Context: an optimization exercise on an open-source flow, tuned for small area, a short achievable clock period and few clock cycles. The choices shown serve that exercise and are no tape-out recipe.
No run shown here included a check of the RTL's function; only the layout flow was run.
No activity file was given, so power comes from the tool's default toggle rates.

==> flow/design.v <==
`timescale 1ns/1ps
package dsp_pkg;
	localparam int a_width = 27;
	localparam int b_width = 18;
	localparam int p_width = 48;
	localparam int lane_width = 12;  
	localparam int lane_count = 4;
	localparam logic [2:0] addr_a = 3'd0;
	localparam logic [2:0] addr_b = 3'd1;
	localparam logic [2:0] addr_c_lo = 3'd2;
	localparam logic [2:0] addr_c_hi = 3'd3;
	localparam logic [2:0] addr_ctrl = 3'd4;
	localparam logic [2:0] addr_p_lo = 3'd5;  
	localparam logic [2:0] addr_p_hi = 3'd6;  
	typedef enum logic [1:0] {
		op_mul_add = 2'b00,
		op_mul_acc = 2'b01,
		op_add = 2'b10,
		op_acc = 2'b11
	} opcode_e;
	typedef enum logic [1:0] {
		mode_27x18 = 2'b00,  
		mode_48 = 2'b01,
		mode_24 = 2'b10,
		mode_12 = 2'b11
	} simd_mode_e;
endpackage
`timescale 1ns/1ps
`timescale 1ns/1ps
module dsp_csa_tree (
	input logic [26:0] a,
	input logic [5:0] bq,
	input logic [48:0] r1,
	input logic [48:0] r2,
	input logic [47:0] w,
	input logic cin,
	input logic kill12,
	input logic kill24,
	input logic kill36,
	output logic [48:0] s,
	output logic [48:0] c
);
	logic [26:0] pp0;
	logic [26:0] pp1;
	logic [26:0] pp2;
	logic [26:0] pp3;
	logic [26:0] pp4;
	logic [26:0] pp5;
	assign pp0 = a & {27{bq[0]}};
	assign pp1 = a & {27{bq[1]}};
	assign pp2 = a & {27{bq[2]}};
	assign pp3 = a & {27{bq[3]}};
	assign pp4 = a & {27{bq[4]}};
	assign pp5 = a & {27{bq[5]}};
	logic hs1;
	logic hc2;
	logic fs3;
	logic fc4;
	logic hs5;
	logic hc6;
	logic fs7;
	logic fc8;
	logic fs9;
	logic fc10;
	logic hs11;
	logic hc12;
	logic fs13;
	logic fc14;
	logic fs15;
	logic fc16;
	logic fs17;
	logic fc18;
	logic fs19;
	logic fc20;
	logic fs21;
	logic fc22;
	logic fs23;
	logic fc24;
	logic fs25;
	logic fc26;
	logic fs27;
	logic fc28;
	logic fs29;
	logic fc30;
	logic fs31;
	logic fc32;
	logic fs33;
	logic fc34;
	logic fs35;
	logic fc36;
	logic fs37;
	logic fc38;
	logic g39;
	logic fs40;
	logic fc41;
	logic g42;
	logic fs43;
	logic fc44;
	logic g45;
	logic fs46;
	logic fc47;
	logic fs48;
	logic fc49;
	logic fs50;
	logic fc51;
	logic fs52;
	logic fc53;
	logic fs54;
	logic fc55;
	logic fs56;
	logic fc57;
	logic fs58;
	logic fc59;
	logic fs60;
	logic fc61;
	logic fs62;
	logic fc63;
	logic fs64;
	logic fc65;
	logic fs66;
	logic fc67;
	logic fs68;
	logic fc69;
	logic fs70;
	logic fc71;
	logic fs72;
	logic fc73;
	logic fs74;
	logic fc75;
	logic fs76;
	logic fc77;
	logic fs78;
	logic fc79;
	logic fs80;
	logic fc81;
	logic fs82;
	logic fc83;
	logic fs84;
	logic fc85;
	logic fs86;
	logic fc87;
	logic fs88;
	logic fc89;
	logic fs90;
	logic fc91;
	logic fs92;
	logic fc93;
	logic fs94;
	logic fc95;
	logic fs96;
	logic fc97;
	logic fs98;
	logic fc99;
	logic fs100;
	logic fc101;
	logic fs102;
	logic fc103;
	logic fs104;
	logic fc105;
	logic fs106;
	logic fc107;
	logic fs108;
	logic fc109;
	logic fs110;
	logic fc111;
	logic fs112;
	logic fc113;
	logic g114;
	logic fs115;
	logic fc116;
	logic g117;
	logic fs118;
	logic fc119;
	logic g120;
	logic fs121;
	logic fc122;
	logic fs123;
	logic fc124;
	logic fs125;
	logic fc126;
	logic fs127;
	logic fc128;
	logic fs129;
	logic fc130;
	logic fs131;
	logic fc132;
	logic fs133;
	logic fc134;
	logic fs135;
	logic fc136;
	logic fs137;
	logic fc138;
	logic fs139;
	logic fc140;
	logic fs141;
	logic fc142;
	logic hs143;
	logic hc144;
	logic fs145;
	logic fc146;
	logic fs147;
	logic fc148;
	logic fs149;
	logic fc150;
	logic hs151;
	logic hc152;
	logic fs153;
	logic fc154;
	logic hs155;
	logic hc156;
	logic fs157;
	logic fc158;
	logic fs159;
	logic fc160;
	logic fs161;
	logic fc162;
	logic fs163;
	logic fc164;
	logic fs165;
	logic fc166;
	logic fs167;
	logic fc168;
	logic fs169;
	logic fc170;
	logic fs171;
	logic fc172;
	logic fs173;
	logic fc174;
	logic fs175;
	logic fc176;
	logic fs177;
	logic fc178;
	logic fs179;
	logic fc180;
	logic fs181;
	logic fc182;
	logic fs183;
	logic fc184;
	logic fs185;
	logic fc186;
	logic g187;
	logic fs188;
	logic fc189;
	logic g190;
	logic fs191;
	logic fc192;
	logic fs193;
	logic fc194;
	logic fs195;
	logic fc196;
	logic fs197;
	logic fc198;
	logic fs199;
	logic fc200;
	logic fs201;
	logic fc202;
	logic fs203;
	logic fc204;
	logic fs205;
	logic fc206;
	logic fs207;
	logic fc208;
	logic fs209;
	logic fc210;
	logic fs211;
	logic fc212;
	logic fs213;
	logic fc214;
	logic fs215;
	logic fc216;
	logic fs217;
	logic fc218;
	logic fs219;
	logic fc220;
	logic fs221;
	logic fc222;
	logic fs223;
	logic fc224;
	logic fs225;
	logic fc226;
	logic fs227;
	logic fc228;
	logic fs229;
	logic fc230;
	logic fs231;
	logic fc232;
	logic fs233;
	logic fc234;
	logic fs235;
	logic fc236;
	logic g237;
	logic fs238;
	logic fc239;
	logic g240;
	logic fs241;
	logic fc242;
	logic fs243;
	logic fc244;
	logic fs245;
	logic fc246;
	logic fs247;
	logic fc248;
	logic fs249;
	logic fc250;
	logic fs251;
	logic fc252;
	logic fs253;
	logic fc254;
	logic fs255;
	logic fc256;
	logic fs257;
	logic fc258;
	logic fs259;
	logic fc260;
	logic fs261;
	logic fc262;
	logic fs263;
	logic fc264;
	logic fs265;
	logic fc266;
	logic fs267;
	logic fc268;
	logic fs269;
	logic fc270;
	logic hs271;
	logic hc272;
	logic fs273;
	logic fc274;
	logic fs275;
	logic fc276;
	logic fs277;
	logic fc278;
	logic fs279;
	logic fc280;
	logic fs281;
	logic fc282;
	logic fs283;
	logic fc284;
	logic fs285;
	logic fc286;
	logic fs287;
	logic fc288;
	logic fs289;
	logic fc290;
	logic fs291;
	logic fc292;
	logic fs293;
	logic fc294;
	logic g295;
	logic fs296;
	logic fc297;
	logic fs298;
	logic fc299;
	logic fs300;
	logic fc301;
	logic fs302;
	logic fc303;
	logic fs304;
	logic fc305;
	logic fs306;
	logic fc307;
	logic fs308;
	logic fc309;
	logic fs310;
	logic fc311;
	logic fs312;
	logic fc313;
	logic fs314;
	logic fc315;
	logic fs316;
	logic fc317;
	logic fs318;
	logic fc319;
	logic g320;
	logic fs321;
	logic fc322;
	logic fs323;
	logic fc324;
	logic fs325;
	logic fc326;
	logic fs327;
	logic fc328;
	logic fs329;
	logic fc330;
	logic fs331;
	logic fc332;
	logic fs333;
	logic fc334;
	logic fs335;
	logic fc336;
	logic fs337;
	logic fc338;
	logic hs339;
	logic hc340;
	logic hs341;
	logic hc342;
	logic hs343;
	logic hc344;
	logic g345;
	logic hs346;
	logic hc347;
	logic hs348;
	logic hc349;
	logic hs350;
	logic hc351;
	logic hs352;
	logic hc353;
	logic hs354;
	logic hc355;
	logic hs356;
	logic hc357;
	logic hs358;
	logic hc359;
	logic hs360;
	logic hc361;
	logic hs362;
	logic hc363;
	logic hs364;
	logic hc365;
	logic hs366;
	logic hc367;
	logic hs368;
	logic hc369;
	logic hs370;
	logic hc371;
	logic fs372;
	logic fc373;
	logic fs374;
	logic fc375;
	logic fs376;
	logic fc377;
	logic fs378;
	logic fc379;
	logic fs380;
	logic fc381;
	logic fs382;
	logic fc383;
	logic fs384;
	logic fc385;
	logic fs386;
	logic fc387;
	logic fs388;
	logic fc389;
	logic fs390;
	logic fc391;
	logic fs392;
	logic fc393;
	logic g394;
	logic fs395;
	logic fc396;
	logic fs397;
	logic fc398;
	logic fs399;
	logic fc400;
	logic fs401;
	logic fc402;
	logic fs403;
	logic fc404;
	logic fs405;
	logic fc406;
	logic fs407;
	logic fc408;
	logic fs409;
	logic fc410;
	logic fs411;
	logic fc412;
	logic fs413;
	logic fc414;
	logic fs415;
	logic fc416;
	logic fs417;
	logic fc418;
	logic g419;
	logic fs420;
	logic fc421;
	logic fs422;
	logic fc423;
	logic fs424;
	logic fc425;
	logic fs426;
	logic fc427;
	logic fs428;
	logic fc429;
	logic fs430;
	logic fc431;
	logic fs432;
	logic fc433;
	logic fs434;
	logic fc435;
	logic fs436;
	logic fc437;
	logic fs438;
	logic fc439;
	logic fs440;
	logic fc441;
	logic fs442;
	logic fc443;
	logic g444;
	logic fs445;
	logic fc446;
	logic fs447;
	logic fc448;
	logic fs449;
	logic fc450;
	logic fs451;
	logic fc452;
	logic fs453;
	logic fc454;
	logic fs455;
	logic fc456;
	logic fs457;
	logic fc458;
	logic fs459;
	logic fc460;
	logic fs461;
	logic fc462;
	logic fs463;
	logic fc464;
	logic fs465;
	logic fc466;
	logic fs467;
	logic fc468;
	logic fs469;
	logic fc470;
	assign hs1 = pp0[4] ^ pp1[3];
	assign hc2 = pp0[4] & pp1[3];
	assign fs3 = pp0[5] ^ pp1[4] ^ pp2[3];
	assign fc4 = (pp0[5] & pp1[4]) | (pp0[5] & pp2[3]) | (pp1[4] & pp2[3]);
	assign hs5 = pp3[2] ^ pp4[1];
	assign hc6 = pp3[2] & pp4[1];
	assign fs7 = pp0[6] ^ pp1[5] ^ pp2[4];
	assign fc8 = (pp0[6] & pp1[5]) | (pp0[6] & pp2[4]) | (pp1[5] & pp2[4]);
	assign fs9 = pp3[3] ^ pp4[2] ^ pp5[1];
	assign fc10 = (pp3[3] & pp4[2]) | (pp3[3] & pp5[1]) | (pp4[2] & pp5[1]);
	assign hs11 = r1[6] ^ r2[6];
	assign hc12 = r1[6] & r2[6];
	assign fs13 = pp0[7] ^ pp1[6] ^ pp2[5];
	assign fc14 = (pp0[7] & pp1[6]) | (pp0[7] & pp2[5]) | (pp1[6] & pp2[5]);
	assign fs15 = pp3[4] ^ pp4[3] ^ pp5[2];
	assign fc16 = (pp3[4] & pp4[3]) | (pp3[4] & pp5[2]) | (pp4[3] & pp5[2]);
	assign fs17 = r1[7] ^ r2[7] ^ w[7];
	assign fc18 = (r1[7] & r2[7]) | (r1[7] & w[7]) | (r2[7] & w[7]);
	assign fs19 = pp0[8] ^ pp1[7] ^ pp2[6];
	assign fc20 = (pp0[8] & pp1[7]) | (pp0[8] & pp2[6]) | (pp1[7] & pp2[6]);
	assign fs21 = pp3[5] ^ pp4[4] ^ pp5[3];
	assign fc22 = (pp3[5] & pp4[4]) | (pp3[5] & pp5[3]) | (pp4[4] & pp5[3]);
	assign fs23 = r1[8] ^ r2[8] ^ w[8];
	assign fc24 = (r1[8] & r2[8]) | (r1[8] & w[8]) | (r2[8] & w[8]);
	assign fs25 = pp0[9] ^ pp1[8] ^ pp2[7];
	assign fc26 = (pp0[9] & pp1[8]) | (pp0[9] & pp2[7]) | (pp1[8] & pp2[7]);
	assign fs27 = pp3[6] ^ pp4[5] ^ pp5[4];
	assign fc28 = (pp3[6] & pp4[5]) | (pp3[6] & pp5[4]) | (pp4[5] & pp5[4]);
	assign fs29 = r1[9] ^ r2[9] ^ w[9];
	assign fc30 = (r1[9] & r2[9]) | (r1[9] & w[9]) | (r2[9] & w[9]);
	assign fs31 = pp0[10] ^ pp1[9] ^ pp2[8];
	assign fc32 = (pp0[10] & pp1[9]) | (pp0[10] & pp2[8]) | (pp1[9] & pp2[8]);
	assign fs33 = pp3[7] ^ pp4[6] ^ pp5[5];
	assign fc34 = (pp3[7] & pp4[6]) | (pp3[7] & pp5[5]) | (pp4[6] & pp5[5]);
	assign fs35 = r1[10] ^ r2[10] ^ w[10];
	assign fc36 = (r1[10] & r2[10]) | (r1[10] & w[10]) | (r2[10] & w[10]);
	assign fs37 = pp0[11] ^ pp1[10] ^ pp2[9];
	assign fc38 = (pp0[11] & pp1[10]) | (pp0[11] & pp2[9]) | (pp1[10] & pp2[9]);
	assign g39 = fc38 & ~kill12;
	assign fs40 = pp3[8] ^ pp4[7] ^ pp5[6];
	assign fc41 = (pp3[8] & pp4[7]) | (pp3[8] & pp5[6]) | (pp4[7] & pp5[6]);
	assign g42 = fc41 & ~kill12;
	assign fs43 = r1[11] ^ r2[11] ^ w[11];
	assign fc44 = (r1[11] & r2[11]) | (r1[11] & w[11]) | (r2[11] & w[11]);
	assign g45 = fc44 & ~kill12;
	assign fs46 = pp0[12] ^ pp1[11] ^ pp2[10];
	assign fc47 = (pp0[12] & pp1[11]) | (pp0[12] & pp2[10]) | (pp1[11] & pp2[10]);
	assign fs48 = pp3[9] ^ pp4[8] ^ pp5[7];
	assign fc49 = (pp3[9] & pp4[8]) | (pp3[9] & pp5[7]) | (pp4[8] & pp5[7]);
	assign fs50 = r1[12] ^ r2[12] ^ w[12];
	assign fc51 = (r1[12] & r2[12]) | (r1[12] & w[12]) | (r2[12] & w[12]);
	assign fs52 = pp0[13] ^ pp1[12] ^ pp2[11];
	assign fc53 = (pp0[13] & pp1[12]) | (pp0[13] & pp2[11]) | (pp1[12] & pp2[11]);
	assign fs54 = pp3[10] ^ pp4[9] ^ pp5[8];
	assign fc55 = (pp3[10] & pp4[9]) | (pp3[10] & pp5[8]) | (pp4[9] & pp5[8]);
	assign fs56 = r1[13] ^ r2[13] ^ w[13];
	assign fc57 = (r1[13] & r2[13]) | (r1[13] & w[13]) | (r2[13] & w[13]);
	assign fs58 = pp0[14] ^ pp1[13] ^ pp2[12];
	assign fc59 = (pp0[14] & pp1[13]) | (pp0[14] & pp2[12]) | (pp1[13] & pp2[12]);
	assign fs60 = pp3[11] ^ pp4[10] ^ pp5[9];
	assign fc61 = (pp3[11] & pp4[10]) | (pp3[11] & pp5[9]) | (pp4[10] & pp5[9]);
	assign fs62 = r1[14] ^ r2[14] ^ w[14];
	assign fc63 = (r1[14] & r2[14]) | (r1[14] & w[14]) | (r2[14] & w[14]);
	assign fs64 = pp0[15] ^ pp1[14] ^ pp2[13];
	assign fc65 = (pp0[15] & pp1[14]) | (pp0[15] & pp2[13]) | (pp1[14] & pp2[13]);
	assign fs66 = pp3[12] ^ pp4[11] ^ pp5[10];
	assign fc67 = (pp3[12] & pp4[11]) | (pp3[12] & pp5[10]) | (pp4[11] & pp5[10]);
	assign fs68 = r1[15] ^ r2[15] ^ w[15];
	assign fc69 = (r1[15] & r2[15]) | (r1[15] & w[15]) | (r2[15] & w[15]);
	assign fs70 = pp0[16] ^ pp1[15] ^ pp2[14];
	assign fc71 = (pp0[16] & pp1[15]) | (pp0[16] & pp2[14]) | (pp1[15] & pp2[14]);
	assign fs72 = pp3[13] ^ pp4[12] ^ pp5[11];
	assign fc73 = (pp3[13] & pp4[12]) | (pp3[13] & pp5[11]) | (pp4[12] & pp5[11]);
	assign fs74 = r1[16] ^ r2[16] ^ w[16];
	assign fc75 = (r1[16] & r2[16]) | (r1[16] & w[16]) | (r2[16] & w[16]);
	assign fs76 = pp0[17] ^ pp1[16] ^ pp2[15];
	assign fc77 = (pp0[17] & pp1[16]) | (pp0[17] & pp2[15]) | (pp1[16] & pp2[15]);
	assign fs78 = pp3[14] ^ pp4[13] ^ pp5[12];
	assign fc79 = (pp3[14] & pp4[13]) | (pp3[14] & pp5[12]) | (pp4[13] & pp5[12]);
	assign fs80 = r1[17] ^ r2[17] ^ w[17];
	assign fc81 = (r1[17] & r2[17]) | (r1[17] & w[17]) | (r2[17] & w[17]);
	assign fs82 = pp0[18] ^ pp1[17] ^ pp2[16];
	assign fc83 = (pp0[18] & pp1[17]) | (pp0[18] & pp2[16]) | (pp1[17] & pp2[16]);
	assign fs84 = pp3[15] ^ pp4[14] ^ pp5[13];
	assign fc85 = (pp3[15] & pp4[14]) | (pp3[15] & pp5[13]) | (pp4[14] & pp5[13]);
	assign fs86 = r1[18] ^ r2[18] ^ w[18];
	assign fc87 = (r1[18] & r2[18]) | (r1[18] & w[18]) | (r2[18] & w[18]);
	assign fs88 = pp0[19] ^ pp1[18] ^ pp2[17];
	assign fc89 = (pp0[19] & pp1[18]) | (pp0[19] & pp2[17]) | (pp1[18] & pp2[17]);
	assign fs90 = pp3[16] ^ pp4[15] ^ pp5[14];
	assign fc91 = (pp3[16] & pp4[15]) | (pp3[16] & pp5[14]) | (pp4[15] & pp5[14]);
	assign fs92 = r1[19] ^ r2[19] ^ w[19];
	assign fc93 = (r1[19] & r2[19]) | (r1[19] & w[19]) | (r2[19] & w[19]);
	assign fs94 = pp0[20] ^ pp1[19] ^ pp2[18];
	assign fc95 = (pp0[20] & pp1[19]) | (pp0[20] & pp2[18]) | (pp1[19] & pp2[18]);
	assign fs96 = pp3[17] ^ pp4[16] ^ pp5[15];
	assign fc97 = (pp3[17] & pp4[16]) | (pp3[17] & pp5[15]) | (pp4[16] & pp5[15]);
	assign fs98 = r1[20] ^ r2[20] ^ w[20];
	assign fc99 = (r1[20] & r2[20]) | (r1[20] & w[20]) | (r2[20] & w[20]);
	assign fs100 = pp0[21] ^ pp1[20] ^ pp2[19];
	assign fc101 = (pp0[21] & pp1[20]) | (pp0[21] & pp2[19]) | (pp1[20] & pp2[19]);
	assign fs102 = pp3[18] ^ pp4[17] ^ pp5[16];
	assign fc103 = (pp3[18] & pp4[17]) | (pp3[18] & pp5[16]) | (pp4[17] & pp5[16]);
	assign fs104 = r1[21] ^ r2[21] ^ w[21];
	assign fc105 = (r1[21] & r2[21]) | (r1[21] & w[21]) | (r2[21] & w[21]);
	assign fs106 = pp0[22] ^ pp1[21] ^ pp2[20];
	assign fc107 = (pp0[22] & pp1[21]) | (pp0[22] & pp2[20]) | (pp1[21] & pp2[20]);
	assign fs108 = pp3[19] ^ pp4[18] ^ pp5[17];
	assign fc109 = (pp3[19] & pp4[18]) | (pp3[19] & pp5[17]) | (pp4[18] & pp5[17]);
	assign fs110 = r1[22] ^ r2[22] ^ w[22];
	assign fc111 = (r1[22] & r2[22]) | (r1[22] & w[22]) | (r2[22] & w[22]);
	assign fs112 = pp0[23] ^ pp1[22] ^ pp2[21];
	assign fc113 = (pp0[23] & pp1[22]) | (pp0[23] & pp2[21]) | (pp1[22] & pp2[21]);
	assign g114 = fc113 & ~kill24;
	assign fs115 = pp3[20] ^ pp4[19] ^ pp5[18];
	assign fc116 = (pp3[20] & pp4[19]) | (pp3[20] & pp5[18]) | (pp4[19] & pp5[18]);
	assign g117 = fc116 & ~kill24;
	assign fs118 = r1[23] ^ r2[23] ^ w[23];
	assign fc119 = (r1[23] & r2[23]) | (r1[23] & w[23]) | (r2[23] & w[23]);
	assign g120 = fc119 & ~kill24;
	assign fs121 = pp0[24] ^ pp1[23] ^ pp2[22];
	assign fc122 = (pp0[24] & pp1[23]) | (pp0[24] & pp2[22]) | (pp1[23] & pp2[22]);
	assign fs123 = pp3[21] ^ pp4[20] ^ pp5[19];
	assign fc124 = (pp3[21] & pp4[20]) | (pp3[21] & pp5[19]) | (pp4[20] & pp5[19]);
	assign fs125 = r1[24] ^ r2[24] ^ w[24];
	assign fc126 = (r1[24] & r2[24]) | (r1[24] & w[24]) | (r2[24] & w[24]);
	assign fs127 = pp0[25] ^ pp1[24] ^ pp2[23];
	assign fc128 = (pp0[25] & pp1[24]) | (pp0[25] & pp2[23]) | (pp1[24] & pp2[23]);
	assign fs129 = pp3[22] ^ pp4[21] ^ pp5[20];
	assign fc130 = (pp3[22] & pp4[21]) | (pp3[22] & pp5[20]) | (pp4[21] & pp5[20]);
	assign fs131 = r1[25] ^ r2[25] ^ w[25];
	assign fc132 = (r1[25] & r2[25]) | (r1[25] & w[25]) | (r2[25] & w[25]);
	assign fs133 = pp0[26] ^ pp1[25] ^ pp2[24];
	assign fc134 = (pp0[26] & pp1[25]) | (pp0[26] & pp2[24]) | (pp1[25] & pp2[24]);
	assign fs135 = pp3[23] ^ pp4[22] ^ pp5[21];
	assign fc136 = (pp3[23] & pp4[22]) | (pp3[23] & pp5[21]) | (pp4[22] & pp5[21]);
	assign fs137 = r1[26] ^ r2[26] ^ w[26];
	assign fc138 = (r1[26] & r2[26]) | (r1[26] & w[26]) | (r2[26] & w[26]);
	assign fs139 = pp1[26] ^ pp2[25] ^ pp3[24];
	assign fc140 = (pp1[26] & pp2[25]) | (pp1[26] & pp3[24]) | (pp2[25] & pp3[24]);
	assign fs141 = pp4[23] ^ pp5[22] ^ r1[27];
	assign fc142 = (pp4[23] & pp5[22]) | (pp4[23] & r1[27]) | (pp5[22] & r1[27]);
	assign hs143 = r2[27] ^ w[27];
	assign hc144 = r2[27] & w[27];
	assign fs145 = pp2[26] ^ pp3[25] ^ pp4[24];
	assign fc146 = (pp2[26] & pp3[25]) | (pp2[26] & pp4[24]) | (pp3[25] & pp4[24]);
	assign fs147 = pp5[23] ^ r1[28] ^ r2[28];
	assign fc148 = (pp5[23] & r1[28]) | (pp5[23] & r2[28]) | (r1[28] & r2[28]);
	assign fs149 = pp3[26] ^ pp4[25] ^ pp5[24];
	assign fc150 = (pp3[26] & pp4[25]) | (pp3[26] & pp5[24]) | (pp4[25] & pp5[24]);
	assign hs151 = pp0[2] ^ pp1[1];
	assign hc152 = pp0[2] & pp1[1];
	assign fs153 = pp0[3] ^ pp1[2] ^ pp2[1];
	assign fc154 = (pp0[3] & pp1[2]) | (pp0[3] & pp2[1]) | (pp1[2] & pp2[1]);
	assign hs155 = pp3[0] ^ r1[3];
	assign hc156 = pp3[0] & r1[3];
	assign fs157 = pp2[2] ^ pp3[1] ^ pp4[0];
	assign fc158 = (pp2[2] & pp3[1]) | (pp2[2] & pp4[0]) | (pp3[1] & pp4[0]);
	assign fs159 = r1[4] ^ w[4] ^ hs1;
	assign fc160 = (r1[4] & w[4]) | (r1[4] & hs1) | (w[4] & hs1);
	assign fs161 = pp5[0] ^ r1[5] ^ w[5];
	assign fc162 = (pp5[0] & r1[5]) | (pp5[0] & w[5]) | (r1[5] & w[5]);
	assign fs163 = fs3 ^ hs5 ^ hc2;
	assign fc164 = (fs3 & hs5) | (fs3 & hc2) | (hs5 & hc2);
	assign fs165 = w[6] ^ fs7 ^ fs9;
	assign fc166 = (w[6] & fs7) | (w[6] & fs9) | (fs7 & fs9);
	assign fs167 = hs11 ^ fc4 ^ hc6;
	assign fc168 = (hs11 & fc4) | (hs11 & hc6) | (fc4 & hc6);
	assign fs169 = fs13 ^ fs15 ^ fs17;
	assign fc170 = (fs13 & fs15) | (fs13 & fs17) | (fs15 & fs17);
	assign fs171 = fc8 ^ fc10 ^ hc12;
	assign fc172 = (fc8 & fc10) | (fc8 & hc12) | (fc10 & hc12);
	assign fs173 = fs19 ^ fs21 ^ fs23;
	assign fc174 = (fs19 & fs21) | (fs19 & fs23) | (fs21 & fs23);
	assign fs175 = fc14 ^ fc16 ^ fc18;
	assign fc176 = (fc14 & fc16) | (fc14 & fc18) | (fc16 & fc18);
	assign fs177 = fs25 ^ fs27 ^ fs29;
	assign fc178 = (fs25 & fs27) | (fs25 & fs29) | (fs27 & fs29);
	assign fs179 = fc20 ^ fc22 ^ fc24;
	assign fc180 = (fc20 & fc22) | (fc20 & fc24) | (fc22 & fc24);
	assign fs181 = fs31 ^ fs33 ^ fs35;
	assign fc182 = (fs31 & fs33) | (fs31 & fs35) | (fs33 & fs35);
	assign fs183 = fc26 ^ fc28 ^ fc30;
	assign fc184 = (fc26 & fc28) | (fc26 & fc30) | (fc28 & fc30);
	assign fs185 = fs37 ^ fs40 ^ fs43;
	assign fc186 = (fs37 & fs40) | (fs37 & fs43) | (fs40 & fs43);
	assign g187 = fc186 & ~kill12;
	assign fs188 = fc32 ^ fc34 ^ fc36;
	assign fc189 = (fc32 & fc34) | (fc32 & fc36) | (fc34 & fc36);
	assign g190 = fc189 & ~kill12;
	assign fs191 = fs46 ^ fs48 ^ fs50;
	assign fc192 = (fs46 & fs48) | (fs46 & fs50) | (fs48 & fs50);
	assign fs193 = g39 ^ g42 ^ g45;
	assign fc194 = (g39 & g42) | (g39 & g45) | (g42 & g45);
	assign fs195 = fs52 ^ fs54 ^ fs56;
	assign fc196 = (fs52 & fs54) | (fs52 & fs56) | (fs54 & fs56);
	assign fs197 = fc47 ^ fc49 ^ fc51;
	assign fc198 = (fc47 & fc49) | (fc47 & fc51) | (fc49 & fc51);
	assign fs199 = fs58 ^ fs60 ^ fs62;
	assign fc200 = (fs58 & fs60) | (fs58 & fs62) | (fs60 & fs62);
	assign fs201 = fc53 ^ fc55 ^ fc57;
	assign fc202 = (fc53 & fc55) | (fc53 & fc57) | (fc55 & fc57);
	assign fs203 = fs64 ^ fs66 ^ fs68;
	assign fc204 = (fs64 & fs66) | (fs64 & fs68) | (fs66 & fs68);
	assign fs205 = fc59 ^ fc61 ^ fc63;
	assign fc206 = (fc59 & fc61) | (fc59 & fc63) | (fc61 & fc63);
	assign fs207 = fs70 ^ fs72 ^ fs74;
	assign fc208 = (fs70 & fs72) | (fs70 & fs74) | (fs72 & fs74);
	assign fs209 = fc65 ^ fc67 ^ fc69;
	assign fc210 = (fc65 & fc67) | (fc65 & fc69) | (fc67 & fc69);
	assign fs211 = fs76 ^ fs78 ^ fs80;
	assign fc212 = (fs76 & fs78) | (fs76 & fs80) | (fs78 & fs80);
	assign fs213 = fc71 ^ fc73 ^ fc75;
	assign fc214 = (fc71 & fc73) | (fc71 & fc75) | (fc73 & fc75);
	assign fs215 = fs82 ^ fs84 ^ fs86;
	assign fc216 = (fs82 & fs84) | (fs82 & fs86) | (fs84 & fs86);
	assign fs217 = fc77 ^ fc79 ^ fc81;
	assign fc218 = (fc77 & fc79) | (fc77 & fc81) | (fc79 & fc81);
	assign fs219 = fs88 ^ fs90 ^ fs92;
	assign fc220 = (fs88 & fs90) | (fs88 & fs92) | (fs90 & fs92);
	assign fs221 = fc83 ^ fc85 ^ fc87;
	assign fc222 = (fc83 & fc85) | (fc83 & fc87) | (fc85 & fc87);
	assign fs223 = fs94 ^ fs96 ^ fs98;
	assign fc224 = (fs94 & fs96) | (fs94 & fs98) | (fs96 & fs98);
	assign fs225 = fc89 ^ fc91 ^ fc93;
	assign fc226 = (fc89 & fc91) | (fc89 & fc93) | (fc91 & fc93);
	assign fs227 = fs100 ^ fs102 ^ fs104;
	assign fc228 = (fs100 & fs102) | (fs100 & fs104) | (fs102 & fs104);
	assign fs229 = fc95 ^ fc97 ^ fc99;
	assign fc230 = (fc95 & fc97) | (fc95 & fc99) | (fc97 & fc99);
	assign fs231 = fs106 ^ fs108 ^ fs110;
	assign fc232 = (fs106 & fs108) | (fs106 & fs110) | (fs108 & fs110);
	assign fs233 = fc101 ^ fc103 ^ fc105;
	assign fc234 = (fc101 & fc103) | (fc101 & fc105) | (fc103 & fc105);
	assign fs235 = fs112 ^ fs115 ^ fs118;
	assign fc236 = (fs112 & fs115) | (fs112 & fs118) | (fs115 & fs118);
	assign g237 = fc236 & ~kill24;
	assign fs238 = fc107 ^ fc109 ^ fc111;
	assign fc239 = (fc107 & fc109) | (fc107 & fc111) | (fc109 & fc111);
	assign g240 = fc239 & ~kill24;
	assign fs241 = fs121 ^ fs123 ^ fs125;
	assign fc242 = (fs121 & fs123) | (fs121 & fs125) | (fs123 & fs125);
	assign fs243 = g114 ^ g117 ^ g120;
	assign fc244 = (g114 & g117) | (g114 & g120) | (g117 & g120);
	assign fs245 = fs127 ^ fs129 ^ fs131;
	assign fc246 = (fs127 & fs129) | (fs127 & fs131) | (fs129 & fs131);
	assign fs247 = fc122 ^ fc124 ^ fc126;
	assign fc248 = (fc122 & fc124) | (fc122 & fc126) | (fc124 & fc126);
	assign fs249 = fs133 ^ fs135 ^ fs137;
	assign fc250 = (fs133 & fs135) | (fs133 & fs137) | (fs135 & fs137);
	assign fs251 = fc128 ^ fc130 ^ fc132;
	assign fc252 = (fc128 & fc130) | (fc128 & fc132) | (fc130 & fc132);
	assign fs253 = fs139 ^ fs141 ^ hs143;
	assign fc254 = (fs139 & fs141) | (fs139 & hs143) | (fs141 & hs143);
	assign fs255 = fc134 ^ fc136 ^ fc138;
	assign fc256 = (fc134 & fc136) | (fc134 & fc138) | (fc136 & fc138);
	assign fs257 = w[28] ^ fs145 ^ fs147;
	assign fc258 = (w[28] & fs145) | (w[28] & fs147) | (fs145 & fs147);
	assign fs259 = fc140 ^ fc142 ^ hc144;
	assign fc260 = (fc140 & fc142) | (fc140 & hc144) | (fc142 & hc144);
	assign fs261 = r1[29] ^ r2[29] ^ w[29];
	assign fc262 = (r1[29] & r2[29]) | (r1[29] & w[29]) | (r2[29] & w[29]);
	assign fs263 = fs149 ^ fc146 ^ fc148;
	assign fc264 = (fs149 & fc146) | (fs149 & fc148) | (fc146 & fc148);
	assign fs265 = pp4[26] ^ pp5[25] ^ r1[30];
	assign fc266 = (pp4[26] & pp5[25]) | (pp4[26] & r1[30]) | (pp5[25] & r1[30]);
	assign fs267 = r2[30] ^ w[30] ^ fc150;
	assign fc268 = (r2[30] & w[30]) | (r2[30] & fc150) | (w[30] & fc150);
	assign fs269 = pp5[26] ^ r1[31] ^ r2[31];
	assign fc270 = (pp5[26] & r1[31]) | (pp5[26] & r2[31]) | (r1[31] & r2[31]);
	assign hs271 = pp0[0] ^ r1[0];
	assign hc272 = pp0[0] & r1[0];
	assign fs273 = pp0[1] ^ pp1[0] ^ r1[1];
	assign fc274 = (pp0[1] & pp1[0]) | (pp0[1] & r1[1]) | (pp1[0] & r1[1]);
	assign fs275 = pp2[0] ^ r1[2] ^ w[2];
	assign fc276 = (pp2[0] & r1[2]) | (pp2[0] & w[2]) | (r1[2] & w[2]);
	assign fs277 = w[3] ^ fs153 ^ hs155;
	assign fc278 = (w[3] & fs153) | (w[3] & hs155) | (fs153 & hs155);
	assign fs279 = fs157 ^ fc154 ^ hc156;
	assign fc280 = (fs157 & fc154) | (fs157 & hc156) | (fc154 & hc156);
	assign fs281 = fs161 ^ fc158 ^ fs163;
	assign fc282 = (fs161 & fc158) | (fs161 & fs163) | (fc158 & fs163);
	assign fs283 = fc162 ^ fs165 ^ fs167;
	assign fc284 = (fc162 & fs165) | (fc162 & fs167) | (fs165 & fs167);
	assign fs285 = fs169 ^ fs171 ^ fc166;
	assign fc286 = (fs169 & fs171) | (fs169 & fc166) | (fs171 & fc166);
	assign fs287 = fs173 ^ fs175 ^ fc170;
	assign fc288 = (fs173 & fs175) | (fs173 & fc170) | (fs175 & fc170);
	assign fs289 = fs177 ^ fs179 ^ fc174;
	assign fc290 = (fs177 & fs179) | (fs177 & fc174) | (fs179 & fc174);
	assign fs291 = fs181 ^ fs183 ^ fc178;
	assign fc292 = (fs181 & fs183) | (fs181 & fc178) | (fs183 & fc178);
	assign fs293 = fs185 ^ fs188 ^ fc182;
	assign fc294 = (fs185 & fs188) | (fs185 & fc182) | (fs188 & fc182);
	assign g295 = fc294 & ~kill12;
	assign fs296 = fs191 ^ fs193 ^ g187;
	assign fc297 = (fs191 & fs193) | (fs191 & g187) | (fs193 & g187);
	assign fs298 = fs195 ^ fs197 ^ fc192;
	assign fc299 = (fs195 & fs197) | (fs195 & fc192) | (fs197 & fc192);
	assign fs300 = fs199 ^ fs201 ^ fc196;
	assign fc301 = (fs199 & fs201) | (fs199 & fc196) | (fs201 & fc196);
	assign fs302 = fs203 ^ fs205 ^ fc200;
	assign fc303 = (fs203 & fs205) | (fs203 & fc200) | (fs205 & fc200);
	assign fs304 = fs207 ^ fs209 ^ fc204;
	assign fc305 = (fs207 & fs209) | (fs207 & fc204) | (fs209 & fc204);
	assign fs306 = fs211 ^ fs213 ^ fc208;
	assign fc307 = (fs211 & fs213) | (fs211 & fc208) | (fs213 & fc208);
	assign fs308 = fs215 ^ fs217 ^ fc212;
	assign fc309 = (fs215 & fs217) | (fs215 & fc212) | (fs217 & fc212);
	assign fs310 = fs219 ^ fs221 ^ fc216;
	assign fc311 = (fs219 & fs221) | (fs219 & fc216) | (fs221 & fc216);
	assign fs312 = fs223 ^ fs225 ^ fc220;
	assign fc313 = (fs223 & fs225) | (fs223 & fc220) | (fs225 & fc220);
	assign fs314 = fs227 ^ fs229 ^ fc224;
	assign fc315 = (fs227 & fs229) | (fs227 & fc224) | (fs229 & fc224);
	assign fs316 = fs231 ^ fs233 ^ fc228;
	assign fc317 = (fs231 & fs233) | (fs231 & fc228) | (fs233 & fc228);
	assign fs318 = fs235 ^ fs238 ^ fc232;
	assign fc319 = (fs235 & fs238) | (fs235 & fc232) | (fs238 & fc232);
	assign g320 = fc319 & ~kill24;
	assign fs321 = fs241 ^ fs243 ^ g237;
	assign fc322 = (fs241 & fs243) | (fs241 & g237) | (fs243 & g237);
	assign fs323 = fs245 ^ fs247 ^ fc242;
	assign fc324 = (fs245 & fs247) | (fs245 & fc242) | (fs247 & fc242);
	assign fs325 = fs249 ^ fs251 ^ fc246;
	assign fc326 = (fs249 & fs251) | (fs249 & fc246) | (fs251 & fc246);
	assign fs327 = fs253 ^ fs255 ^ fc250;
	assign fc328 = (fs253 & fs255) | (fs253 & fc250) | (fs255 & fc250);
	assign fs329 = fs257 ^ fs259 ^ fc254;
	assign fc330 = (fs257 & fs259) | (fs257 & fc254) | (fs259 & fc254);
	assign fs331 = fs261 ^ fs263 ^ fc258;
	assign fc332 = (fs261 & fs263) | (fs261 & fc258) | (fs263 & fc258);
	assign fs333 = fs265 ^ fc262 ^ fs267;
	assign fc334 = (fs265 & fc262) | (fs265 & fs267) | (fc262 & fs267);
	assign fs335 = w[31] ^ fs269 ^ fc266;
	assign fc336 = (w[31] & fs269) | (w[31] & fc266) | (fs269 & fc266);
	assign fs337 = r1[32] ^ r2[32] ^ w[32];
	assign fc338 = (r1[32] & r2[32]) | (r1[32] & w[32]) | (r2[32] & w[32]);
	assign hs339 = r1[33] ^ r2[33];
	assign hc340 = r1[33] & r2[33];
	assign hs341 = r1[34] ^ r2[34];
	assign hc342 = r1[34] & r2[34];
	assign hs343 = r1[35] ^ r2[35];
	assign hc344 = r1[35] & r2[35];
	assign g345 = hc344 & ~kill36;
	assign hs346 = r1[36] ^ r2[36];
	assign hc347 = r1[36] & r2[36];
	assign hs348 = r1[37] ^ r2[37];
	assign hc349 = r1[37] & r2[37];
	assign hs350 = r1[38] ^ r2[38];
	assign hc351 = r1[38] & r2[38];
	assign hs352 = r1[39] ^ r2[39];
	assign hc353 = r1[39] & r2[39];
	assign hs354 = r1[40] ^ r2[40];
	assign hc355 = r1[40] & r2[40];
	assign hs356 = r1[41] ^ r2[41];
	assign hc357 = r1[41] & r2[41];
	assign hs358 = r1[42] ^ r2[42];
	assign hc359 = r1[42] & r2[42];
	assign hs360 = r1[43] ^ r2[43];
	assign hc361 = r1[43] & r2[43];
	assign hs362 = r1[44] ^ r2[44];
	assign hc363 = r1[44] & r2[44];
	assign hs364 = r1[45] ^ r2[45];
	assign hc365 = r1[45] & r2[45];
	assign hs366 = r1[46] ^ r2[46];
	assign hc367 = r1[46] & r2[46];
	assign hs368 = r1[47] ^ r2[47];
	assign hc369 = r1[47] & r2[47];
	assign hs370 = w[0] ^ cin;
	assign hc371 = w[0] & cin;
	assign fs372 = w[1] ^ fs273 ^ hc272;
	assign fc373 = (w[1] & fs273) | (w[1] & hc272) | (fs273 & hc272);
	assign fs374 = hs151 ^ fs275 ^ fc274;
	assign fc375 = (hs151 & fs275) | (hs151 & fc274) | (fs275 & fc274);
	assign fs376 = hc152 ^ fc276 ^ fs277;
	assign fc377 = (hc152 & fc276) | (hc152 & fs277) | (fc276 & fs277);
	assign fs378 = fs159 ^ fs279 ^ fc278;
	assign fc379 = (fs159 & fs279) | (fs159 & fc278) | (fs279 & fc278);
	assign fs380 = fc160 ^ fc280 ^ fs281;
	assign fc381 = (fc160 & fc280) | (fc160 & fs281) | (fc280 & fs281);
	assign fs382 = fc164 ^ fs283 ^ fc282;
	assign fc383 = (fc164 & fs283) | (fc164 & fc282) | (fs283 & fc282);
	assign fs384 = fc168 ^ fs285 ^ fc284;
	assign fc385 = (fc168 & fs285) | (fc168 & fc284) | (fs285 & fc284);
	assign fs386 = fc172 ^ fs287 ^ fc286;
	assign fc387 = (fc172 & fs287) | (fc172 & fc286) | (fs287 & fc286);
	assign fs388 = fc176 ^ fs289 ^ fc288;
	assign fc389 = (fc176 & fs289) | (fc176 & fc288) | (fs289 & fc288);
	assign fs390 = fc180 ^ fs291 ^ fc290;
	assign fc391 = (fc180 & fs291) | (fc180 & fc290) | (fs291 & fc290);
	assign fs392 = fc184 ^ fs293 ^ fc292;
	assign fc393 = (fc184 & fs293) | (fc184 & fc292) | (fs293 & fc292);
	assign g394 = fc393 & ~kill12;
	assign fs395 = g190 ^ fs296 ^ g295;
	assign fc396 = (g190 & fs296) | (g190 & g295) | (fs296 & g295);
	assign fs397 = fc194 ^ fs298 ^ fc297;
	assign fc398 = (fc194 & fs298) | (fc194 & fc297) | (fs298 & fc297);
	assign fs399 = fc198 ^ fs300 ^ fc299;
	assign fc400 = (fc198 & fs300) | (fc198 & fc299) | (fs300 & fc299);
	assign fs401 = fc202 ^ fs302 ^ fc301;
	assign fc402 = (fc202 & fs302) | (fc202 & fc301) | (fs302 & fc301);
	assign fs403 = fc206 ^ fs304 ^ fc303;
	assign fc404 = (fc206 & fs304) | (fc206 & fc303) | (fs304 & fc303);
	assign fs405 = fc210 ^ fs306 ^ fc305;
	assign fc406 = (fc210 & fs306) | (fc210 & fc305) | (fs306 & fc305);
	assign fs407 = fc214 ^ fs308 ^ fc307;
	assign fc408 = (fc214 & fs308) | (fc214 & fc307) | (fs308 & fc307);
	assign fs409 = fc218 ^ fs310 ^ fc309;
	assign fc410 = (fc218 & fs310) | (fc218 & fc309) | (fs310 & fc309);
	assign fs411 = fc222 ^ fs312 ^ fc311;
	assign fc412 = (fc222 & fs312) | (fc222 & fc311) | (fs312 & fc311);
	assign fs413 = fc226 ^ fs314 ^ fc313;
	assign fc414 = (fc226 & fs314) | (fc226 & fc313) | (fs314 & fc313);
	assign fs415 = fc230 ^ fs316 ^ fc315;
	assign fc416 = (fc230 & fs316) | (fc230 & fc315) | (fs316 & fc315);
	assign fs417 = fc234 ^ fs318 ^ fc317;
	assign fc418 = (fc234 & fs318) | (fc234 & fc317) | (fs318 & fc317);
	assign g419 = fc418 & ~kill24;
	assign fs420 = g240 ^ fs321 ^ g320;
	assign fc421 = (g240 & fs321) | (g240 & g320) | (fs321 & g320);
	assign fs422 = fc244 ^ fs323 ^ fc322;
	assign fc423 = (fc244 & fs323) | (fc244 & fc322) | (fs323 & fc322);
	assign fs424 = fc248 ^ fs325 ^ fc324;
	assign fc425 = (fc248 & fs325) | (fc248 & fc324) | (fs325 & fc324);
	assign fs426 = fc252 ^ fs327 ^ fc326;
	assign fc427 = (fc252 & fs327) | (fc252 & fc326) | (fs327 & fc326);
	assign fs428 = fc256 ^ fs329 ^ fc328;
	assign fc429 = (fc256 & fs329) | (fc256 & fc328) | (fs329 & fc328);
	assign fs430 = fc260 ^ fs331 ^ fc330;
	assign fc431 = (fc260 & fs331) | (fc260 & fc330) | (fs331 & fc330);
	assign fs432 = fc264 ^ fs333 ^ fc332;
	assign fc433 = (fc264 & fs333) | (fc264 & fc332) | (fs333 & fc332);
	assign fs434 = fc268 ^ fs335 ^ fc334;
	assign fc435 = (fc268 & fs335) | (fc268 & fc334) | (fs335 & fc334);
	assign fs436 = fc270 ^ fs337 ^ fc336;
	assign fc437 = (fc270 & fs337) | (fc270 & fc336) | (fs337 & fc336);
	assign fs438 = w[33] ^ hs339 ^ fc338;
	assign fc439 = (w[33] & hs339) | (w[33] & fc338) | (hs339 & fc338);
	assign fs440 = w[34] ^ hs341 ^ hc340;
	assign fc441 = (w[34] & hs341) | (w[34] & hc340) | (hs341 & hc340);
	assign fs442 = w[35] ^ hs343 ^ hc342;
	assign fc443 = (w[35] & hs343) | (w[35] & hc342) | (hs343 & hc342);
	assign g444 = fc443 & ~kill36;
	assign fs445 = w[36] ^ hs346 ^ g345;
	assign fc446 = (w[36] & hs346) | (w[36] & g345) | (hs346 & g345);
	assign fs447 = w[37] ^ hs348 ^ hc347;
	assign fc448 = (w[37] & hs348) | (w[37] & hc347) | (hs348 & hc347);
	assign fs449 = w[38] ^ hs350 ^ hc349;
	assign fc450 = (w[38] & hs350) | (w[38] & hc349) | (hs350 & hc349);
	assign fs451 = w[39] ^ hs352 ^ hc351;
	assign fc452 = (w[39] & hs352) | (w[39] & hc351) | (hs352 & hc351);
	assign fs453 = w[40] ^ hs354 ^ hc353;
	assign fc454 = (w[40] & hs354) | (w[40] & hc353) | (hs354 & hc353);
	assign fs455 = w[41] ^ hs356 ^ hc355;
	assign fc456 = (w[41] & hs356) | (w[41] & hc355) | (hs356 & hc355);
	assign fs457 = w[42] ^ hs358 ^ hc357;
	assign fc458 = (w[42] & hs358) | (w[42] & hc357) | (hs358 & hc357);
	assign fs459 = w[43] ^ hs360 ^ hc359;
	assign fc460 = (w[43] & hs360) | (w[43] & hc359) | (hs360 & hc359);
	assign fs461 = w[44] ^ hs362 ^ hc361;
	assign fc462 = (w[44] & hs362) | (w[44] & hc361) | (hs362 & hc361);
	assign fs463 = w[45] ^ hs364 ^ hc363;
	assign fc464 = (w[45] & hs364) | (w[45] & hc363) | (hs364 & hc363);
	assign fs465 = w[46] ^ hs366 ^ hc365;
	assign fc466 = (w[46] & hs366) | (w[46] & hc365) | (hs366 & hc365);
	assign fs467 = w[47] ^ hs368 ^ hc367;
	assign fc468 = (w[47] & hs368) | (w[47] & hc367) | (hs368 & hc367);
	assign fs469 = r1[48] ^ r2[48] ^ hc369;
	assign fc470 = (r1[48] & r2[48]) | (r1[48] & hc369) | (r2[48] & hc369);
	assign s = {fs469, fs467, fs465, fs463, fs461, fs459, fs457, fs455, fs453, fs451, fs449, fs447, fs445, fs442, fs440, fs438, fs436, fs434, fs432, fs430, fs428, fs426, fs424, fs422, fs420, fs417, fs415, fs413, fs411, fs409, fs407, fs405, fs403, fs401, fs399, fs397, fs395, fs392, fs390, fs388, fs386, fs384, fs382, fs380, fs378, fs376, fs374, fs372, hs271};
	assign c = {fc468, fc466, fc464, fc462, fc460, fc458, fc456, fc454, fc452, fc450, fc448, fc446, g444, fc441, fc439, fc437, fc435, fc433, fc431, fc429, fc427, fc425, fc423, fc421, g419, fc416, fc414, fc412, fc410, fc408, fc406, fc404, fc402, fc400, fc398, fc396, g394, fc391, fc389, fc387, fc385, fc383, fc381, fc379, fc377, fc375, fc373, hc371, hs370};
endmodule
`timescale 1ns/1ps
module dsp_simd_adder (
	input logic [dsp_pkg::p_width:0] s,
	input logic [dsp_pkg::p_width:0] c,
	input logic split12,  
	input logic split24,  
	output logic [dsp_pkg::p_width:0] sum
);
	localparam int lw = dsp_pkg::lane_width;
	logic [dsp_pkg::p_width+3:0] wide_s;
	logic [dsp_pkg::p_width+3:0] wide_c;
	logic [dsp_pkg::p_width+3:0] wide_sum;
	assign wide_s = {s[4*lw], s[4*lw-1:3*lw], ~split12, s[3*lw-1:2*lw], ~split24, s[2*lw-1:lw], ~split12, s[lw-1:0]};
	assign wide_c = {c[4*lw], c[4*lw-1:3*lw], 1'b0, c[3*lw-1:2*lw], 1'b0, c[2*lw-1:lw], 1'b0, c[lw-1:0]};
	assign wide_sum = wide_s + wide_c;
	assign sum = {wide_sum[4*lw+3:3*lw+3], wide_sum[3*lw+1:2*lw+2], wide_sum[2*lw:lw+1], wide_sum[lw-1:0]};
endmodule
`timescale 1ns/1ps
`timescale 1ns/1ps
`timescale 1ns/1ps
`timescale 1ns/1ps
module dsp_slice_top (
	input logic clk,
	input logic reset,
	input logic wb_cyc,
	input logic wb_stb,
	input logic wb_we,
	input logic [2:0] wb_adr,
	input logic [31:0] wb_dat_w,
	output logic [31:0] wb_dat_r,
	output logic wb_ack
);
	localparam int aw = dsp_pkg::a_width;
	localparam int bw = dsp_pkg::b_width;
	localparam int pw = dsp_pkg::p_width;
	logic req;
	logic we_a, we_b, we_c_lo, we_c_hi, we_ctrl;
	logic [aw-1:0] a;
	logic [bw-1:0] b;
	logic [pw-1:0] c;
	logic [1:0] opcode;
	logic [1:0] mode;
	logic cin;
	logic [pw-1:0] p;
	logic cout;
	logic step1, step2, exec, fin;
	logic [5:0] bq;  
	logic [pw:0] sc_s, sc_c;
	assign req = wb_cyc & wb_stb & ~wb_ack & ~(wb_we & (wb_adr == dsp_pkg::addr_ctrl) & step1);
	assign we_a = req & wb_we & (wb_adr == dsp_pkg::addr_a);
	assign we_b = req & wb_we & (wb_adr == dsp_pkg::addr_b);
	assign we_c_lo = req & wb_we & (wb_adr == dsp_pkg::addr_c_lo);
	assign we_c_hi = req & wb_we & (wb_adr == dsp_pkg::addr_c_hi);
	assign we_ctrl = req & wb_we & (wb_adr == dsp_pkg::addr_ctrl);
	always_ff @(posedge clk) begin
		if (reset) begin
			wb_ack <= 1'b0;
			a <= '0;
			b <= '0;
			c <= '0;
			opcode <= 2'd0;
			mode <= 2'd0;
			cin <= 1'b0;
		end else begin
			wb_ack <= req;
			if (we_a) a <= wb_dat_w[aw-1:0];
			if (we_b) b <= wb_dat_w[bw-1:0];
			if (we_c_lo) c[31:0] <= wb_dat_w;
			if (we_c_hi) c[pw-1:32] <= wb_dat_w[pw-33:0];
			if (we_ctrl) begin
				opcode <= wb_dat_w[1:0];
				mode <= wb_dat_w[3:2];
				cin <= wb_dat_w[4];
			end
		end
	end
	always_ff @(posedge clk) begin
		if (reset) begin
			step1 <= 1'b0;
			step2 <= 1'b0;
			exec <= 1'b0;
			fin <= 1'b0;
			bq <= '0;
		end else begin
			step1 <= we_a | we_b | exec;  
			step2 <= step1;
			exec <= we_ctrl;
			fin <= exec;
			if (we_ctrl)
				bq <= wb_dat_w[1] ? 6'd0 : b[5:0];  
			else if (we_b)
				bq <= wb_dat_w[17:12];
			else if (we_a | exec)
				bq <= b[17:12];
			else if (step1)
				bq <= b[11:6];
			else if (step2)
				bq <= b[5:0];
		end
	end
	logic feedback;
	logic [pw:0] r1, r2;
	logic [pw-1:0] w_row;
	logic [pw-1:0] x_op;
	logic split12, split24;
	assign feedback = (step2 & ~step1) | (exec & ~opcode[1]);
	assign x_op = opcode[0] ? c : {{(pw - aw - bw){1'b0}}, a, b};
	assign r1 = feedback ? {sc_s[pw-6:0], 6'd0} : ((exec & opcode[1]) ? {1'b0, x_op} : '0);
	assign r2 = feedback ? {sc_c[pw-6:0], 6'd0} : '0;
	assign w_row = exec ? (opcode[0] ? p : c) : '0;
	assign split12 = opcode[1] & (mode == 2'd3);
	assign split24 = opcode[1] & mode[1];
	logic [pw:0] t_s, t_c;
	dsp_csa_tree u_tree (
		.a(a),
		.bq(bq),
		.r1(r1),
		.r2(r2),
		.w(w_row),
		.cin(exec & ~split24 & cin),
		.kill12(exec & split12),  
		.kill24(exec & split24),
		.kill36(exec & split12),
		.s(t_s),
		.c(t_c)
	);
	always_ff @(posedge clk) begin
		if (reset) begin
			sc_s <= '0;
			sc_c <= '0;
		end else if (step1 | step2 | exec) begin
			sc_s <= t_s;
			sc_c <= t_c;
		end
	end
	logic [pw:0] sum;
	dsp_simd_adder u_adder (
		.s(sc_s),
		.c(sc_c),
		.split12(split12),
		.split24(split24),
		.sum(sum)
	);
	logic [pw-1:0] p_now;
	logic cout_now;
	assign p_now = fin ? sum[pw-1:0] : p;
	assign cout_now = fin ? sum[pw] : cout;
	always_ff @(posedge clk) begin
		if (reset) begin
			p <= '0;
			cout <= 1'b0;
		end else if (fin) begin
			p <= sum[pw-1:0];
			cout <= sum[pw];
		end
	end
	logic [31:0] rd_data;
	always_comb begin
		case (wb_adr)
			dsp_pkg::addr_a: rd_data = {{(32 - aw){1'b0}}, a};
			dsp_pkg::addr_b: rd_data = {{(32 - bw){1'b0}}, b};
			dsp_pkg::addr_c_lo: rd_data = c[31:0];
			dsp_pkg::addr_c_hi: rd_data = {{(64 - pw){1'b0}}, c[pw-1:32]};
			dsp_pkg::addr_ctrl: rd_data = {27'b0, cin, mode, opcode};
			dsp_pkg::addr_p_lo: rd_data = p_now[31:0];
			dsp_pkg::addr_p_hi: rd_data = {1'b0, 14'b0, cout_now, p_now[pw-1:32]};  
			default: rd_data = '0;
		endcase
	end
	always_ff @(posedge clk) begin
		wb_dat_r <= rd_data;
	end
endmodule
==> flow/run.sh <==
#!/bin/bash
# synth_recipe.tcl (not shown) runs the flow's synth.tcl, then flattens the netlist and writes it again
# the make line also repeats each setting of config.mk as NAME=value (left out here)
make -C /OpenROAD-flow-scripts/flow DESIGN_CONFIG=/design/flow/config.mk WORK_HOME=/design/flow/orfs CLKGATE_MAP_FILE= SYNTH_SCRIPT=/design/flow/synth_recipe.tcl finish
==> flow/config.mk <==
export PLATFORM = sky130hd
export DESIGN_NAME = dsp_slice_top
export DESIGN_NICKNAME = dsp_slice_top
export VERILOG_FILES = /design/flow/design.v
export SDC_FILE = /design/flow/constraint.sdc
export NUM_CORES = 4
export LEC_CHECK = 0
export ABC_CLOCK_PERIOD_IN_PS = 3000
export CAP_MARGIN = 20
export CORE_MARGIN = 2
export CORE_UTILIZATION = 40
export SETUP_SLACK_MARGIN = 5
export SLEW_MARGIN = 20
==> flow/constraint.sdc <==
create_clock -name core_clock -period 10.0 [get_ports {clk}]
set_input_delay 2.0000 -clock core_clock [delete_from_list [all_inputs] [get_ports {clk}]]
set_output_delay 2.0000 -clock core_clock [all_outputs]
set_load 0.01 [all_outputs]
==> impl_metrics.tcl, run 1 <==
set metrics [dict create \
    reg2reg_depth 13 \
    ys_types 76 \
    critPathTopFamily "adder cells" \
    crit_top_cell "fa_1" \
    clockBufferDepth 3 \
    max-cap-violations 0 \
    die_w_microns 236 \
    start_kind "register" \
    hpwlAfterDp_microns 57400 \
    ys_ff_latch 288 \
    synth_ff_type "dfxtp_1" \
    drc 0 \
    via_per_inst 5.76 \
    hold_path_end "sc_c[47]" \
    status "complete, no violations" \
    hold_class "register to register" \
    dp_slack_ns 4.45 \
    clk_pin_slew_worst_paths_ns 0.06 \
    grt_pass1_wl_microns 118000 \
    arrival_ns 5.27 \
    synth_top_family_by_area "adder cells" \
    max_stage_delay_ns 0.65 \
    crit_path_top_delay_cell "o22ai_4" \
    fmax_mhz 208 \
    synth_cells 2606 \
    drt_first_pass_iters 7 \
    drt_iter0_markers 2091 \
    clock-sinks 288 \
    num_rows 85 \
    place_congestion 0.960 \
    synth_xor_area_share_pct 1.95 \
    root_buffer "clkbuf_16" \
    syn2layout_area_growth_pct 11.2 \
    synthTopCellsByCount "549 x nand2_1, 288 x dfxtp_1, 287 x a21oi_1" \
    yosys_warnings 1 \
    yosysTopAreaCell "dfxtp_1" \
    yosysSeqAreaShare_pct 26.7 \
    coreArea_sq_mm 0.0536 \
    timing.rr.end "sc_s[18]" \
    syn_avg_cell_area_sq_um 8.28 \
    p_per_area_mw_per_mm2 110 \
    start_util_pct 40.3 \
    crit_fanout 44 \
    r2r_setup_slack_ns 5.20 \
    holdPathStages 2 \
    antenna_found_initial 3 \
    fin_crit_ns 4.80 \
    synthSimpleGateAreaFrac_pct 19.7 \
    finalCritPeriodShare_pct 48.0 \
    crit_path_end_kind "register" \
    cts_max_level 2 \
    skew_ns 0.0259 \
    synth_area_leaders "dfxtp_1 27%, fa_1 19%, nand2_1 9.5%, a21oi_1 6.7%, mux2i_1 6.1%" \
    maxSlewViolCount 0 \
    cts_hold_buf 0 \
    ios 73 \
    grt_start_max_net_pins 113 \
    grt_usage_pct 27.8 \
    ys_async_sr_fraction_pct 0 \
    worst_ir_drop_vdd_v 0.000128 \
    vias 19000 \
    dieArea_sq_mm 0.0558 \
    fin_nets 2884 \
    leakage_nw 8.92 \
    fin_tns_setup_ns 0 \
    min-delay-start "sc_c[47]" \
    synth_compound_gate_area_share_pct 14.3 \
    hold_viol 0 \
    yosys.area_share.adder_pct 23.0 \
    numPortBuffers 72 \
    drive_above_1_share_pct 5.51 \
    cts_tree "built" \
    tightest_slew_ns 1.14 \
    crit_buf_inv 4 \
    wl_microns 77500 \
    numCtsBuffers 36 \
    synth.most_common_cell "nand2_1" \
    rsz0062_at_grt "false" \
    synth-edff-count 0 \
    path_class "register to register" \
    ant_nets 0 \
    timing.final.ws_setup_ns 5.20 \
    dieHeight_microns 236 \
    crit_chain "o22ai_4 > inv_1 > nand3_1 > buf_4 > o21ai_0 > fa_1 > inv_1 > fa_1 > fa_1 > inv_1 > fa_1 > nand2_1 > a21oi_1" \
    synth_area_sq_mm 0.0216 \
    synthMuxAreaShare_pct 7.90 \
    clkLatencyLatePin_ns 0.59 \
    mappedNetlistNets 2921 \
    crit_required_ns 10.48 \
    avgRoutedWirePerCell_microns 23.5 \
    r2r_start "opcode[1]" \
    setup_viol 0 \
    maxSlewHeadroom_pct 23.8 \
    synth.top_cell.area_share_pct 26.7 \
    grt_remaining_overflow 0 \
    grt_pass1_vias 18700 \
]
## report_power, final
| part | switching [mW] | internal (mW) | total [mW] |
|---|---|---|---|
| registers | 0.00961 | 1.15 | 1.16 |
| logic | 0.0668 | 0.0304 | 0.0972 |
| clock network | 0.581 | 0.803 | 1.38 |
| total | 0.657 | 1.98 | 2.64 |
## per-layer routing
| metal | up-vias | wire, microns | track usage (%) |
|---|---|---|---|
| li1 | 8524 | - | - |
| met1 | 9382 | 33200 | 37.7 |
| met2 | 872 | 34800 | 43.4 |
| met3 | 180 | 5950 | 4.86 |
| met4 | 4 | 3510 | 12.2 |
| met5 | - | 25 | 0 |
## layout make-up
cell class,count,area (sq um)
Fill cell,5381,29600
Multi-Input combinational cell,1952,14500
Sequential cell,288,5770
Clock buffer,43,998
Timing Repair Buffer,94,896
Tap cell,696,871
Inverter,197,743
Clock inverter,22,243
Antenna cell,1,2.50
## placed cells by master, fill, tap and decap left out, types with 37 or more instances in the layout
master | netlist | layout
nand2_1 | 549 | 549
and2_1 | 140 | 140
ha_1 | 71 | 71
clkbuf_16 | 0 | 37
fa_1 | 204 | 204
nor2_1 | 150 | 149
inv_1 | 195 | 194
mux2i_1 | 132 | 132
dfxtp_1 | 288 | 283
clkdlybuf4s50_1 | 0 | 69
a21oi_1 | 287 | 287
o21ai_0 | 82 | 82
## what timing repair did
| item | 4_1_cts | 5_1_grt |
|---|---|---|
| endpoints found under the setup margin | 8 | 12 |
| gates resized for setup | 1 | 3 |
| setup buffers | 0 | 3 |
| cloned | 1 | 0 |
| pin swaps | 1 | 1 |
## logic make-up after synthesis
| logic type | after synthesis |
|---|---|
| and+or+nand+nor | 953 |
| AOI/OAI and AO/OA | 522 |
| buffers and inverters | 367 |
| DFF | 288 |
| adders and majority gates | 275 |
| muxes | 153 |
| xor gates and xnor gates | 48 |
## flip-flops by register name, indices dropped and copies added (netlist names)
register / flops
sc_c: 49
sc_s: 49
c: 48
p: 48
wb_dat_r: 32
a: 27
b: 18
bq: 6
mode: 2
opcode: 2
cin: 1
cout: 1
exec: 1
fin: 1
step1: 1
step2: 1
wb_ack: 1
## metrics by stage
stage	hold slack (ns)	cells	cell area [sq um]	power, mW	util [%]
final	0.456	3293	24000	2.64	44.8
after global routing	0.481	3292	24000	2.70	44.8
after CTS	0.462	3288	23900	2.65	44.7
after detailed placement	0.453	3222	22700	1.28	42.3
after global placement	0.446	3222	22700	1.28	42.3
after floorplan	0.436	2606	21600	1.23	-
## worst max-delay path by stage
stage                    from       end  slack (ns)  cells after the start
global placement    wb_adr[2]     bq[4]        4.56                      9
floorplan           opcode[0]  sc_s[13]        6.00                     13
finish              opcode[1]  sc_s[18]        5.20                     13
CTS                 wb_adr[2]     bq[4]        5.04                      9
detailed placement  wb_adr[2]     bq[4]        4.45                      9
global route             exec  sc_s[18]        5.01                     14
## worst register-to-register path: cells and delay by family, from the launching register on
family / cells / cell delay (ns)
adder cells (fa/ha/maj): 4 / 2.13
AO/OA/AOI/OAI: 3 / 1.11
buffers and inverters: 4 / 0.69
flip-flops: 1 / 0.60
AND/OR/NAND/NOR: 2 / 0.16
==> run 2, diff against run 1 <==
--- a/flow/config.mk
+++ b/flow/config.mk
@@ -5,9 +5,7 @@
 export SDC_FILE = /design/flow/constraint.sdc
 export NUM_CORES = 4
 export LEC_CHECK = 0
-export ABC_CLOCK_PERIOD_IN_PS = 3000
 export CAP_MARGIN = 20
 export CORE_MARGIN = 2
 export CORE_UTILIZATION = 40
-export SETUP_SLACK_MARGIN = 5
 export SLEW_MARGIN = 20
==> run 2 against run 1 <==
  * Largest power group unchanged
  * Worst hold slack hardly changed
  * Critical path depth is 4 lower
  * Clock power hardly changed
  * Still clean
  * Sequential power hardly changed
==> impl_metrics.tcl, run 2 <==
set metrics [dict create \
    drt_first_pass_iters 8 \
    grt_pass1_wl_microns 117000 \
    max-cap-violations 0 \
    hpwlAfterDp_microns 57400 \
    hold_class "register to register" \
    ys_ff_latch 288 \
    total_power_mw 2.64 \
    whs_ns 0.456 \
    layout.cells.most_common "nand2_1" \
    coreArea_sq_mm 0.0536 \
    die_w_microns 236 \
    synth.top_cell.area_share_pct 26.7 \
    tightest_slew_ns 1.11 \
    synth_area_leaders "dfxtp_1 27%, fa_1 19%, nand2_1 9.5%, a21oi_1 6.7%, mux2i_1 6.1%" \
    dp.cells 3222 \
    placed_area_sq_mm 0.0227 \
    dp_slack_ns 4.45 \
    drive_above_1_share_pct 5.25 \
    wl_microns 76900 \
    numCtsBuffers 36 \
    grt_start_max_net_pins 113 \
    utilization_pct 44.7 \
    ys_async_sr_fraction_pct 0 \
    yosysSeqAreaShare_pct 26.7 \
    grt_usage_pct 27.6 \
    synth_ff_type "dfxtp_1" \
    crit_chain "clkdlybuf4s50_1 > clkinv_1 > nor3_1 > or3b_2 > nand2_1 > nor2_1 > nor3_1 > a21oi_1 > nor2_1" \
    clk_pin_slew_worst_paths_ns 0.06 \
    ant_nets 0 \
    cts_tree "built" \
    skew_ns 0.0244 \
    status "complete, no violations" \
    synth_cells 2606 \
    avgRoutedWirePerCell_microns 23.4 \
    cts_resized 0 \
    via_per_inst 5.74 \
    drc 0 \
    mappedNetlistNets 2921 \
    maxSlewViolCount 0 \
    synth_area_sq_mm 0.0216 \
    clock-sinks 288 \
    vias 18900 \
    timing.final.ws_setup_ns 4.89 \
    synth.most_common_cell "nand2_1" \
    crit_path_end_kind "register" \
    worst_ir_drop_vdd_v 0.000128 \
    crit_required_ns 10.50 \
    synth-edff-count 0 \
    place_congestion 0.960 \
    final_cell_mix "549 x nand2_1, 287 x a21oi_1, 284 x dfxtp_1, 204 x fa_1, 194 x inv_1" \
    ys_types 76 \
    synthTopCellsByCount "549 x nand2_1, 288 x dfxtp_1, 287 x a21oi_1" \
    num_rows 85 \
    clkLatencyLatePin_ns 0.58 \
    start_util_pct 40.3 \
    cts_hold_buf 0 \
    grt_pass1_vias 18700 \
    crit_fanout 20 \
    path_class "input pin to register" \
    fmax_mhz 196 \
    layout.cells.non_filler 3290 \
    design_area_sq_mm 0.0240 \
    syn_avg_cell_area_sq_um 8.28 \
    biggestRegsByFlops "sc_c (49), sc_s (49)" \
    crit_path_top_delay_cell "clkdlybuf4s50_1" \
    max_stage_delay_ns 0.86 \
    dieHeight_microns 236 \
    root_buffer "clkbuf_16" \
    fin_nets 2880 \
    syn2layout_area_growth_pct 11.0 \
    ios 73 \
    regArea_sq_mm 0.00577 \
    cts_max_level 2 \
    hold_viol 0 \
    antenna_found_initial 5 \
    finalCritPeriodShare_pct 51.1 \
    post-cts-setup-buffer-count 0 \
    yosys_warnings 1 \
    fillCellCount 5382 \
    dieArea_sq_mm 0.0558 \
    start_kind "input pin" \
    p_per_area_mw_per_mm2 110 \
    leakage_nw 8.90 \
    setup_viol 0 \
    fin_crit_ns 5.11 \
    arrival_ns 5.61 \
    numPortBuffers 72 \
    grt_remaining_overflow 0 \
    clockBufferDepth 3 \
    maxSlewHeadroom_pct 26.0 \
    rsz0062_at_grt "false" \
    yosysTopAreaCell "dfxtp_1" \
    drt_iter0_markers 1815 \
    fin_tns_setup_ns 0 \
    multi_input_area_sq_mm 0.0145 \
]
run 2: cell count changes in the layout (fill, tap and decap cells not counted), sizes merged:
cell and delta:
o22ai -1, clkinvlp -1, clkinv +1, diode +1
buf -3
run 2: path summary, 6_finish.rpt:
path | startpoint | to | slack, ns | depth (start not counted)
setup / recovery | wb_adr[2] | bq[0] | 4.89 | 9
hold / removal | sc_c[47] | sc_c[47] | 0.46 | 2
setup reg to reg | exec | sc_s[18] | 4.92 | 14
hold reg to reg | sc_c[47] | sc_c[47] | 0.46 | 2
run 2: layout make-up:
type | count | area share [%]
antenna | 2 | 0.0209
clock inverter | 22 | 1.01
tap | 696 | 3.64
inverter | 197 | 3.09
sequential | 288 | 24.1
multi-input combinational | 1951 | 60.3
timing repair buffer | 91 | 3.63
clock buffer | 43 | 4.17
run 2: cell families after synthesis:
family / share of synthesized area (%)
AO/OA/AOI/OAI: 14.3
XOR/XNOR: 1.95
adder cells (fa/ha/maj): 23.0
buffers and inverters: 6.50
flip-flops: 26.7
multiplexers: 7.90
AND/OR/NAND/NOR: 19.7
run 2: where the power goes:
| group | internal [mW] | switching, mW |
|---|---|---|
| logic | 0.0295 | 0.0662 |
| clock network | 0.803 | 0.579 |
| registers | 1.15 | 0.00947 |
run 2: worst max-delay path: cells and delay by family:
kind | cells | cell delay (ns)
AO/OA/AOI/OAI | 1 | 0.06
buffers and inverters | 2 | 1.47
AND/OR/NAND/NOR | 6 | 2.08
run 2: metal layers:
layer  GRT usage (%)  vias to the layer above  wire length (microns)
met5               0                        -                     60
li1                -                     8507                      -
met2            43.4                      906                  34700
met3            4.52                      162                   6440
met1            37.6                     9307                  32400
met4            11.5                        8                   3220

## separate check: timing with driven ports
No port has a modelled driver above. Below, the same layouts with a new extraction and two added sets of constraints.
Step 1 sets driving cells, clkbuf_16 on the clock port and buf_2 on the other inputs (assumed; they add their load-dependent delay and slew).
Step 2, shift: input delay + t, output delay - t, t = (earliest + latest rising clock arrival at the registers) / 2. This alone moves slack from input paths to output paths.
Slacks: ideal ports / drivers / drivers and shift; pairs: ideal ports / drivers.
run	t, ns	setup slack, ns	hold WS [ns]
run 1	0.635	5.201 / 5.201 / 4.849	0.456 / 0.456 / 0.456
run 2	0.627	4.891 / 4.924 / 4.300	0.456 / 0.456 / 0.456
After both steps every run listed still meets setup and hold. The setup slack of run 2, which loses most, moves by +0.033 ns with the drivers and by -0.591 ns with both steps.
